This design comes from an exercise in tuning for small area on the open sky130 flow, not from production work.
Only the layout flow was run in this run; the RTL was not checked for function there.

==> flow/design.v <==
`timescale 1ns/1ps
module random_map_writer (
    input  logic        clk,
    input  logic        rst,
    input  logic        start,
    input  logic [15:0] seed,
    input  logic [4:0]  density,
    input  logic [4:0]  rd_x,
    input  logic [4:0]  rd_y,
    output logic        rd_occ,
    output logic        busy,
    output logic        done,
    output logic [9:0]  occ_count
);
    logic [9:0]  idx;
    logic [15:0] lfsr;
    logic [4:0]  dcur, dprev;
    logic        start_accept, cell_bit, row_start, seed_zero;
    logic [15:0] cp0;
    logic [15:0] cp1;
    logic [15:0] cp2;
    logic [15:0] pend;   
    assign start_accept = !busy && !done && start;
    assign cell_bit     = dcur[4] || (lfsr[3:0] < dcur[3:0]);
    assign row_start    = (idx[4:0] == 5'd0) && (idx[7:5] == '0);
    assign seed_zero    = (seed == 16'h0000);
    always_ff @(posedge clk) begin
        if (rst) begin
            busy      <= 1'b0;
            done      <= 1'b0;
            idx       <= '0;
            dcur      <= '0;
            dprev     <= '0;
            occ_count <= '0;
        end else if (start_accept) begin
            busy      <= 1'b1;
            idx       <= '0;
            dprev     <= dcur;
            dcur      <= (density > 5'd16) ? 5'd16 : density;
            occ_count <= '0;
        end else if (busy) begin
            idx       <= idx + 1'b1;
            occ_count <= occ_count + 10'(cell_bit);
            if (idx == 10'd767) begin
                busy <= 1'b0;
                done <= 1'b1;
            end
        end else begin
            done <= 1'b0;
        end
    end
    always_ff @(posedge clk) begin
        if (busy)
            lfsr <= {lfsr[14:0], lfsr[15] ^ lfsr[13] ^ lfsr[12] ^ lfsr[10]};
        else
            lfsr <= seed | (seed_zero ? 16'hACE1 : 16'h0000);
    end
    logic [4:0] prow;
    logic [9:0] idxm1;
    assign idxm1 = idx - 1'b1;
    assign prow  = idxm1[9:5] / 5'd8;
    always_ff @(posedge clk) begin
        if (busy && row_start)
            pend <= lfsr;
        if ((busy && row_start) || done) begin
            case (prow)
                0: cp0 <= pend;
                1: cp1 <= pend;
                2: cp2 <= pend;
                default: ;
            endcase
        end
    end
    logic [9:0]  k;
    logic        valid, cur, use_pend;
    logic [4:0]  rrow, ohi;
    logic [15:0] base;
    assign k        = {rd_y, rd_x};
    assign valid    = !(rd_y[4] && rd_y[3]);
    assign cur      = k < idx;
    assign rrow     = rd_y / 5'd8;
    assign ohi      = rd_y % 5'd8;
    assign use_pend = cur && (rrow == prow);
    always_comb begin
        case (rrow)
            0: base = cp0;
            1: base = cp1;
            2: base = cp2;
            default: base = cp2;
        endcase
        if (use_pend) base = pend;
    end
    logic [15:0] v1_j, v1;
    assign v1_j[0] = base[0] ^ base[1] ^ base[2] ^ base[3] ^ base[4] ^ base[5] ^ base[9] ^ base[10] ^ base[11] ^ base[14];
    assign v1_j[1] = base[1] ^ base[2] ^ base[3] ^ base[4] ^ base[5] ^ base[6] ^ base[10] ^ base[11] ^ base[12] ^ base[15];
    assign v1_j[2] = base[0] ^ base[2] ^ base[3] ^ base[4] ^ base[5] ^ base[6] ^ base[7] ^ base[12] ^ base[14];
    assign v1_j[3] = base[1] ^ base[3] ^ base[4] ^ base[5] ^ base[6] ^ base[7] ^ base[8] ^ base[13] ^ base[15];
    assign v1_j[4] = base[0] ^ base[2] ^ base[4] ^ base[5] ^ base[6] ^ base[7] ^ base[8] ^ base[9] ^ base[11] ^ base[13];
    assign v1_j[5] = base[1] ^ base[3] ^ base[5] ^ base[6] ^ base[7] ^ base[8] ^ base[9] ^ base[10] ^ base[12] ^ base[14];
    assign v1_j[6] = base[2] ^ base[4] ^ base[6] ^ base[7] ^ base[8] ^ base[9] ^ base[10] ^ base[11] ^ base[13] ^ base[15];
    assign v1_j[7] = base[0] ^ base[3] ^ base[5] ^ base[7] ^ base[8] ^ base[9] ^ base[10] ^ base[12] ^ base[13];
    assign v1_j[8] = base[1] ^ base[4] ^ base[6] ^ base[8] ^ base[9] ^ base[10] ^ base[11] ^ base[13] ^ base[14];
    assign v1_j[9] = base[2] ^ base[5] ^ base[7] ^ base[9] ^ base[10] ^ base[11] ^ base[12] ^ base[14] ^ base[15];
    assign v1_j[10] = base[0] ^ base[3] ^ base[6] ^ base[8] ^ base[10] ^ base[12] ^ base[14] ^ base[15];
    assign v1_j[11] = base[0] ^ base[1] ^ base[4] ^ base[7] ^ base[9] ^ base[14] ^ base[15];
    assign v1_j[12] = base[0] ^ base[1] ^ base[2] ^ base[5] ^ base[8] ^ base[10] ^ base[11] ^ base[13] ^ base[14] ^ base[15];
    assign v1_j[13] = base[0] ^ base[1] ^ base[2] ^ base[3] ^ base[6] ^ base[9] ^ base[12] ^ base[13] ^ base[15];
    assign v1_j[14] = base[0] ^ base[1] ^ base[2] ^ base[3] ^ base[4] ^ base[7] ^ base[10] ^ base[11];
    assign v1_j[15] = base[1] ^ base[2] ^ base[3] ^ base[4] ^ base[5] ^ base[8] ^ base[11] ^ base[12];
    assign v1 = ohi[2] ? v1_j : base;
    logic [15:0] v0_j, v0;
    assign v0_j[0] = v1[0] ^ v1[1] ^ v1[3] ^ v1[4] ^ v1[5] ^ v1[10] ^ v1[13] ^ v1[15];
    assign v0_j[1] = v1[0] ^ v1[1] ^ v1[2] ^ v1[4] ^ v1[5] ^ v1[6] ^ v1[13];
    assign v0_j[2] = v1[1] ^ v1[2] ^ v1[3] ^ v1[5] ^ v1[6] ^ v1[7] ^ v1[14];
    assign v0_j[3] = v1[2] ^ v1[3] ^ v1[4] ^ v1[6] ^ v1[7] ^ v1[8] ^ v1[15];
    assign v0_j[4] = v1[0] ^ v1[3] ^ v1[4] ^ v1[5] ^ v1[7] ^ v1[8] ^ v1[9] ^ v1[11] ^ v1[13] ^ v1[14];
    assign v0_j[5] = v1[1] ^ v1[4] ^ v1[5] ^ v1[6] ^ v1[8] ^ v1[9] ^ v1[10] ^ v1[12] ^ v1[14] ^ v1[15];
    assign v0_j[6] = v1[0] ^ v1[2] ^ v1[5] ^ v1[6] ^ v1[7] ^ v1[9] ^ v1[10] ^ v1[14] ^ v1[15];
    assign v0_j[7] = v1[0] ^ v1[1] ^ v1[3] ^ v1[6] ^ v1[7] ^ v1[8] ^ v1[10] ^ v1[13] ^ v1[14] ^ v1[15];
    assign v0_j[8] = v1[0] ^ v1[1] ^ v1[2] ^ v1[4] ^ v1[7] ^ v1[8] ^ v1[9] ^ v1[13] ^ v1[15];
    assign v0_j[9] = v1[0] ^ v1[1] ^ v1[2] ^ v1[3] ^ v1[5] ^ v1[8] ^ v1[9] ^ v1[10] ^ v1[11] ^ v1[13];
    assign v0_j[10] = v1[1] ^ v1[2] ^ v1[3] ^ v1[4] ^ v1[6] ^ v1[9] ^ v1[10] ^ v1[11] ^ v1[12] ^ v1[14];
    assign v0_j[11] = v1[2] ^ v1[3] ^ v1[4] ^ v1[5] ^ v1[7] ^ v1[10] ^ v1[11] ^ v1[12] ^ v1[13] ^ v1[15];
    assign v0_j[12] = v1[0] ^ v1[3] ^ v1[4] ^ v1[5] ^ v1[6] ^ v1[8] ^ v1[12];
    assign v0_j[13] = v1[1] ^ v1[4] ^ v1[5] ^ v1[6] ^ v1[7] ^ v1[9] ^ v1[13];
    assign v0_j[14] = v1[2] ^ v1[5] ^ v1[6] ^ v1[7] ^ v1[8] ^ v1[10] ^ v1[14];
    assign v0_j[15] = v1[3] ^ v1[6] ^ v1[7] ^ v1[8] ^ v1[9] ^ v1[11] ^ v1[15];
    assign v0 = ohi[1] ? v0_j : v1;
    logic [15:0] pv;
    logic [4:0]  pohi, px;
    logic        psel, pen;
    always_ff @(posedge clk) begin
        pv   <= v0;
        pohi <= ohi;
        px   <= rd_x;
        psel <= cur && !start_accept;
        pen  <= valid && !rst;
    end
    logic [66:0] wv;   
    assign wv[0] = pv[3];
    assign wv[1] = pv[2];
    assign wv[2] = pv[1];
    assign wv[3] = pv[0];
    assign wv[4] = pv[10] ^ pv[12] ^ pv[13] ^ pv[15];
    assign wv[5] = pv[9] ^ pv[11] ^ pv[12] ^ pv[14];
    assign wv[6] = pv[8] ^ pv[10] ^ pv[11] ^ pv[13];
    assign wv[7] = pv[7] ^ pv[9] ^ pv[10] ^ pv[12];
    assign wv[8] = pv[6] ^ pv[8] ^ pv[9] ^ pv[11];
    assign wv[9] = pv[5] ^ pv[7] ^ pv[8] ^ pv[10];
    assign wv[10] = pv[4] ^ pv[6] ^ pv[7] ^ pv[9];
    assign wv[11] = pv[3] ^ pv[5] ^ pv[6] ^ pv[8];
    assign wv[12] = pv[2] ^ pv[4] ^ pv[5] ^ pv[7];
    assign wv[13] = pv[1] ^ pv[3] ^ pv[4] ^ pv[6];
    assign wv[14] = pv[0] ^ pv[2] ^ pv[3] ^ pv[5];
    assign wv[15] = pv[1] ^ pv[2] ^ pv[4] ^ pv[10] ^ pv[12] ^ pv[13] ^ pv[15];
    assign wv[16] = pv[0] ^ pv[1] ^ pv[3] ^ pv[9] ^ pv[11] ^ pv[12] ^ pv[14];
    assign wv[17] = pv[0] ^ pv[2] ^ pv[8] ^ pv[11] ^ pv[12] ^ pv[15];
    assign wv[18] = pv[1] ^ pv[7] ^ pv[11] ^ pv[12] ^ pv[13] ^ pv[14] ^ pv[15];
    assign wv[19] = pv[0] ^ pv[6] ^ pv[10] ^ pv[11] ^ pv[12] ^ pv[13] ^ pv[14];
    assign wv[20] = pv[5] ^ pv[9] ^ pv[11] ^ pv[15];
    assign wv[21] = pv[4] ^ pv[8] ^ pv[10] ^ pv[14];
    assign wv[22] = pv[3] ^ pv[7] ^ pv[9] ^ pv[13];
    assign wv[23] = pv[2] ^ pv[6] ^ pv[8] ^ pv[12];
    assign wv[24] = pv[1] ^ pv[5] ^ pv[7] ^ pv[11];
    assign wv[25] = pv[0] ^ pv[4] ^ pv[6] ^ pv[10];
    assign wv[26] = pv[3] ^ pv[5] ^ pv[9] ^ pv[10] ^ pv[12] ^ pv[13] ^ pv[15];
    assign wv[27] = pv[2] ^ pv[4] ^ pv[8] ^ pv[9] ^ pv[11] ^ pv[12] ^ pv[14];
    assign wv[28] = pv[1] ^ pv[3] ^ pv[7] ^ pv[8] ^ pv[10] ^ pv[11] ^ pv[13];
    assign wv[29] = pv[0] ^ pv[2] ^ pv[6] ^ pv[7] ^ pv[9] ^ pv[10] ^ pv[12];
    assign wv[30] = pv[1] ^ pv[5] ^ pv[6] ^ pv[8] ^ pv[9] ^ pv[10] ^ pv[11] ^ pv[12] ^ pv[13] ^ pv[15];
    assign wv[31] = pv[0] ^ pv[4] ^ pv[5] ^ pv[7] ^ pv[8] ^ pv[9] ^ pv[10] ^ pv[11] ^ pv[12] ^ pv[14];
    assign wv[32] = pv[3] ^ pv[4] ^ pv[6] ^ pv[7] ^ pv[8] ^ pv[9] ^ pv[11] ^ pv[12] ^ pv[15];
    assign wv[33] = pv[2] ^ pv[3] ^ pv[5] ^ pv[6] ^ pv[7] ^ pv[8] ^ pv[10] ^ pv[11] ^ pv[14];
    assign wv[34] = pv[1] ^ pv[2] ^ pv[4] ^ pv[5] ^ pv[6] ^ pv[7] ^ pv[9] ^ pv[10] ^ pv[13];
    assign wv[35] = pv[0] ^ pv[1] ^ pv[3] ^ pv[4] ^ pv[5] ^ pv[6] ^ pv[8] ^ pv[9] ^ pv[12];
    assign wv[36] = pv[0] ^ pv[2] ^ pv[3] ^ pv[4] ^ pv[5] ^ pv[7] ^ pv[8] ^ pv[10] ^ pv[11] ^ pv[12] ^ pv[13] ^ pv[15];
    assign wv[37] = pv[1] ^ pv[2] ^ pv[3] ^ pv[4] ^ pv[6] ^ pv[7] ^ pv[9] ^ pv[11] ^ pv[13] ^ pv[14] ^ pv[15];
    assign wv[38] = pv[0] ^ pv[1] ^ pv[2] ^ pv[3] ^ pv[5] ^ pv[6] ^ pv[8] ^ pv[10] ^ pv[12] ^ pv[13] ^ pv[14];
    assign wv[39] = pv[0] ^ pv[1] ^ pv[2] ^ pv[4] ^ pv[5] ^ pv[7] ^ pv[9] ^ pv[10] ^ pv[11] ^ pv[15];
    assign wv[40] = pv[0] ^ pv[1] ^ pv[3] ^ pv[4] ^ pv[6] ^ pv[8] ^ pv[9] ^ pv[12] ^ pv[13] ^ pv[14] ^ pv[15];
    assign wv[41] = pv[0] ^ pv[2] ^ pv[3] ^ pv[5] ^ pv[7] ^ pv[8] ^ pv[10] ^ pv[11] ^ pv[14] ^ pv[15];
    assign wv[42] = pv[1] ^ pv[2] ^ pv[4] ^ pv[6] ^ pv[7] ^ pv[9] ^ pv[12] ^ pv[14] ^ pv[15];
    assign wv[43] = pv[0] ^ pv[1] ^ pv[3] ^ pv[5] ^ pv[6] ^ pv[8] ^ pv[11] ^ pv[13] ^ pv[14];
    assign wv[44] = pv[0] ^ pv[2] ^ pv[4] ^ pv[5] ^ pv[7] ^ pv[15];
    assign wv[45] = pv[1] ^ pv[3] ^ pv[4] ^ pv[6] ^ pv[10] ^ pv[12] ^ pv[13] ^ pv[14] ^ pv[15];
    assign wv[46] = pv[0] ^ pv[2] ^ pv[3] ^ pv[5] ^ pv[9] ^ pv[11] ^ pv[12] ^ pv[13] ^ pv[14];
    assign wv[47] = pv[1] ^ pv[2] ^ pv[4] ^ pv[8] ^ pv[11] ^ pv[15];
    assign wv[48] = pv[0] ^ pv[1] ^ pv[3] ^ pv[7] ^ pv[10] ^ pv[14];
    assign wv[49] = pv[0] ^ pv[2] ^ pv[6] ^ pv[9] ^ pv[10] ^ pv[12] ^ pv[15];
    assign wv[50] = pv[1] ^ pv[5] ^ pv[8] ^ pv[9] ^ pv[10] ^ pv[11] ^ pv[12] ^ pv[13] ^ pv[14] ^ pv[15];
    assign wv[51] = pv[0] ^ pv[4] ^ pv[7] ^ pv[8] ^ pv[9] ^ pv[10] ^ pv[11] ^ pv[12] ^ pv[13] ^ pv[14];
    assign wv[52] = pv[3] ^ pv[6] ^ pv[7] ^ pv[8] ^ pv[9] ^ pv[11] ^ pv[15];
    assign wv[53] = pv[2] ^ pv[5] ^ pv[6] ^ pv[7] ^ pv[8] ^ pv[10] ^ pv[14];
    assign wv[54] = pv[1] ^ pv[4] ^ pv[5] ^ pv[6] ^ pv[7] ^ pv[9] ^ pv[13];
    assign wv[55] = pv[0] ^ pv[3] ^ pv[4] ^ pv[5] ^ pv[6] ^ pv[8] ^ pv[12];
    assign wv[56] = pv[2] ^ pv[3] ^ pv[4] ^ pv[5] ^ pv[7] ^ pv[10] ^ pv[11] ^ pv[12] ^ pv[13] ^ pv[15];
    assign wv[57] = pv[1] ^ pv[2] ^ pv[3] ^ pv[4] ^ pv[6] ^ pv[9] ^ pv[10] ^ pv[11] ^ pv[12] ^ pv[14];
    assign wv[58] = pv[0] ^ pv[1] ^ pv[2] ^ pv[3] ^ pv[5] ^ pv[8] ^ pv[9] ^ pv[10] ^ pv[11] ^ pv[13];
    assign wv[59] = pv[0] ^ pv[1] ^ pv[2] ^ pv[4] ^ pv[7] ^ pv[8] ^ pv[9] ^ pv[13] ^ pv[15];
    assign wv[60] = pv[0] ^ pv[1] ^ pv[3] ^ pv[6] ^ pv[7] ^ pv[8] ^ pv[10] ^ pv[13] ^ pv[14] ^ pv[15];
    assign wv[61] = pv[0] ^ pv[2] ^ pv[5] ^ pv[6] ^ pv[7] ^ pv[9] ^ pv[10] ^ pv[14] ^ pv[15];
    assign wv[62] = pv[1] ^ pv[4] ^ pv[5] ^ pv[6] ^ pv[8] ^ pv[9] ^ pv[10] ^ pv[12] ^ pv[14] ^ pv[15];
    assign wv[63] = pv[0] ^ pv[3] ^ pv[4] ^ pv[5] ^ pv[7] ^ pv[8] ^ pv[9] ^ pv[11] ^ pv[13] ^ pv[14];
    assign wv[64] = pv[2] ^ pv[3] ^ pv[4] ^ pv[6] ^ pv[7] ^ pv[8] ^ pv[15];
    assign wv[65] = pv[1] ^ pv[2] ^ pv[3] ^ pv[5] ^ pv[6] ^ pv[7] ^ pv[14];
    assign wv[66] = pv[0] ^ pv[1] ^ pv[2] ^ pv[4] ^ pv[5] ^ pv[6] ^ pv[13];
    logic [66:0] ws;
    assign ws = wv >> {pohi[0:0], px};
    logic [3:0] nib;
    assign nib = {ws[0], ws[1], ws[2], ws[3]};
    logic [4:0] pd;
    assign pd = psel ? dcur : dprev;
    assign rd_occ = pen && (pd[4] || (nib < pd[3:0]));
endmodule
==> flow/run.sh <==
#!/bin/bash
# synth_recipe.tcl (not shown) runs the flow's synth.tcl, then flattens the netlist and writes it again
# the make line also repeats each setting of config.mk as NAME=value (left out here)
make -C /OpenROAD-flow-scripts/flow DESIGN_CONFIG=/design/flow/config.mk WORK_HOME=/design/flow/orfs CLKGATE_MAP_FILE= SYNTH_SCRIPT=/design/flow/synth_recipe.tcl finish
==> flow/config.mk <==
export PLATFORM = sky130hd
export DESIGN_NAME = random_map_writer
export DESIGN_NICKNAME = random_map_writer
export VERILOG_FILES = /design/flow/design.v
export SDC_FILE = /design/flow/constraint.sdc
export NUM_CORES = 4
export LEC_CHECK = 0
export CAP_MARGIN = 20
export CORE_MARGIN = 2
export CORE_UTILIZATION = 40
export SLEW_MARGIN = 20
==> flow/constraint.sdc <==
create_clock -name core_clock -period 5.0 [get_ports {clk}]
set_input_delay 1.0000 -clock core_clock [delete_from_list [all_inputs] [get_ports {clk}]]
set_output_delay 1.0000 -clock core_clock [all_outputs]
set_load 0.01 [all_outputs]
==> run notes <==
layout by cell type, fill, tap and decap left out, types with 8 or more instances in the layout:
master and instances:
xnor3_1 21, o211ai_1 10, edfxtp_1 64, xor2_2 17, xnor2_2 31, mux2i_4 9
nor2_1 80, a211oi_1 12, nor3_1 13, xnor2_4 9, ha_1 18, o21ai_0 36
xnor2_1 230, xor2_1 86, dfxtp_2 9, mux2i_2 9, inv_1 31, dfxtp_1 56
clkbuf_16 18, buf_4 175, o21ai_1 11, buf_6 10, a21oi_1 63, mux4_2 30
mux2i_1 34, mux2_2 27, nand4_1 8, clkdlybuf4s50_1 44, nand2_1 87
worst paths after layout:
kind / cells past startpoint / slack [ns] / to
setup / recovery: 16 / -0.05 / rd_occ
hold / removal: 0 / 0.43 / pend[8]
setup reg to reg: 13 / 0.99 / pv[5]
hold reg to reg: 0 / 0.43 / pend[8]
worst reg2reg max path: stages, from the launching register on:
cell and delay, ns:
dfxtp_1 0.38, inv_1 0.11, ha_1 0.29, a211oi_1 0.23, o21ai_1 0.12, a221oi_1 0.52, nand2_2 0.28, mux4_2 0.49
o21ai_1 0.26, xnor2_1 0.19, xnor2_1 0.29, buf_4 0.17, xnor3_1 0.29, a21oi_1 0.29
area by class of cell:
class	instances	area, µm²	area share
clock buffer	19	454	0.0302
tap	384	480	0.0319
sequential	136	3400	0.226
inverter	34	128	0.00848
timing repair buffer	239	2030	0.135
clock inverter	13	109	0.00723
multi-input combinational	934	8450	0.561
flip-flops by register name, indices dropped and copies added (netlist names), 10 cells and up:
register,count
cp1,16
occ_count,10
pv,16
lfsr,16
cp0,16
pend,16
idx,10
cp2,16
per-stage QoR:
| step | hold WS (ns) | utilization |
|---|---|---|
| floorplan | 0.403 | - |
| global placement | 0.413 | 0.479 |
| detailed placement | 0.415 | 0.479 |
| CTS | 0.432 | 0.509 |
| global route | 0.436 | 0.522 |
| finish | 0.430 | 0.522 |
cells in the mapped netlist (all sizes together) (2+ instances only):
master / number / area, µm²
a31oi: 5 / 31.3
a21oi: 67 / 335
nand3b: 5 / 37.5
nand2b: 6 / 37.5
nand4: 8 / 50.1
clkinv: 2 / 7.51
a21o: 4 / 30.0
inv: 32 / 120
dfxtp: 72 / 1440
nor4: 5 / 31.3
or3: 2 / 12.5
o21a: 4 / 30.0
buf: 23 / 143
mux4: 30 / 676
edfxtp: 64 / 1920
a211oi: 12 / 90.1
nand3: 7 / 35.0
mux2: 33 / 375
clkbuf: 55 / 206
nor4b: 2 / 17.5
a221o: 2 / 20.0
xnor3: 24 / 542
nand2: 88 / 333
and3: 3 / 18.8
mux2i: 52 / 663
o21ai: 50 / 254
a221oi: 2 / 17.5
nor2: 82 / 310
xnor2: 270 / 2430
ha: 19 / 238
xor2: 105 / 950
nor3: 13 / 65.1
o211ai: 10 / 75.1
o22a: 7 / 61.3
cell families (layout without fill, tap and decap cells):
logic type / count (synthesis) / in the layout / share of synthesized area
XOR/XNOR: 400 / 400 / 0.335
multiplexers: 115 / 115 / 0.146
AND/OR/NAND/NOR: 225 / 225 / 0.0828
adder cells (fa/ha/maj): 19 / 19 / 0.0202
flip-flops: 136 / 136 / 0.286
buffers and inverters: 112 / 305 / 0.0405
AO/OA/AOI/OAI: 175 / 175 / 0.0904
what timing repair did:
item / CTS / global route
setup endpoints to repair: 1 / 1
cloned: 0 / 0
pin swaps: 12 / 29
gates resized for setup: 59 / 57
setup buffers: 7 / 4
hold buffers: 0 / 0
routing by layer:
layer	routed length, µm	vias up	global-route usage	part of all wire
met5	0	-	0	0
met4	858	0	0.0678	0.026
met3	1990	52	0.0249	0.060
met2	16300	322	0.368	0.49
met1	14300	4505	0.291	0.43
li1	-	4417	-	-
==> results.toml <==
[run_status]
status = "complete, but fails checks"
violations = "setup timing"

[setup_path]
crit_type = "register to output port"
required_ns = 4.00
rr_startpoint = "idx[5]"
crit_start = "pv[1]"
crit_fanout = 4
cp-end-kind = "output port"
worst-path-buf-inv = 3
crit_path_cell_trace = "buf_4, xnor2_2, buf_4, xnor2_1, xnor2_1, mux2_2, mux4_2, mux4_2, nor2_2, a21oi_2, ha_2, o22ai_2, a21oi_2, o211ai_1, and3_1, buf_2"
slowest_delay_ns = 0.54
arrival_ns = 4.05
critPathSlowestCell = "mux4_2"
critPathLaunchType = "register"
critPathTopFamily = "multiplexers"

[placed_design]
place.gp.congestion = 0.937
pre_cts_ws_ns = -0.168
postPlaceCellArea_um2 = 13800
placement.io_buffers = 46
dp_hpwl_mm = 25.2
place_inst = 1716

[sta]
clock_skew_ns = 0.0115
slew_violations = 0
final-setup-viol-count = 1
finalCriticalPeriod_ns = 5.05
hold_violations = 0
rsz0062_at_grt = "yes"
relSlewSlack = 0.285
setup_ws_ns = -0.0497
fin_setup_tns_ns = -0.0497
worstMarginPinSlew_ns = 1.07
max_freq_mhz = 198
fin_crit_sh = 1.01

[finish]
diodes = 0
syn_to_final_growth_pct = 27.8
drive_gt1_frac = 0.287
instances_no_fill = 1759
n_fill_cell = 2619
final_area_um2 = 15100
nets = 1415

[die]
die_x_um = 176
boundaryPins = 47
fp.coreArea_um2 = 28900
dieArea_um2 = 30800
rows = 62
die_y_um = 176
start_util = 0.408

[clock_network]
clock-sinks = 136
cts_tree = "built"
cts_made_buffers = 17
cts-root-buf = "clkbuf_16"
clock_latency_ns = 0.42
clockBufferDepth = 2
path_clk_slew_ns = 0.07
cts_max_level = 4

[route]
drtAntennaViolNets = 0
first_pass_iters = 5
wirelength_mm = 33.4
drt-vias-per-instance = 5.28
drt_iter0_drc = 829
vias = 9296
drc = 0
wire_per_inst_um = 19.0

[synth]
yosysWarnings = 1
postSynthAreaPerCell_um2 = 9.97
synth_edf_count = 64
netlist_area_um2 = 11800
async_flop_share = 0
synthCells = 1182
ys_types = 66
ys.flop_type = "dfxtp_1"
ys_seq_area_frac = 0.286
ys_seq_elements = 136
syn-num-nets = 1235

[global_route]
track_usage = 0.217
grt_max_degree = 67
grt_pass1_vias = 9217
grt_pass1_wl_mm = 52.0
grt_overflow = 0
antenna_found_initial = 0

[run]
cap_viol_max_count = 0

[hold_path]
hold_path.class = "register to register"
hold_start = "lfsr[8]"

## afterwards: timing with drivers on the ports
The results above use ideal ports. As a check the final layout listed here was re-extracted and re-timed, cells and wires unchanged.
Step 1 assumes that a clkbuf_16 drives the clock port and a buf_2 every other input.
Step 2, shift: input delay + t, output delay - t, t = (earliest + latest rising clock arrival at the registers) / 2. This alone moves slack from input paths to output paths.
Slacks: no drivers / after step 1 / after step 2; pairs: no drivers / after step 1.
t, ns: 0.458
setup WS [ns]: -0.050 / -0.093 / -0.112
pins driven straight from the clock port: 1
The setup slack of this run moves by -0.043 ns with the drivers and by -0.062 ns with both steps.
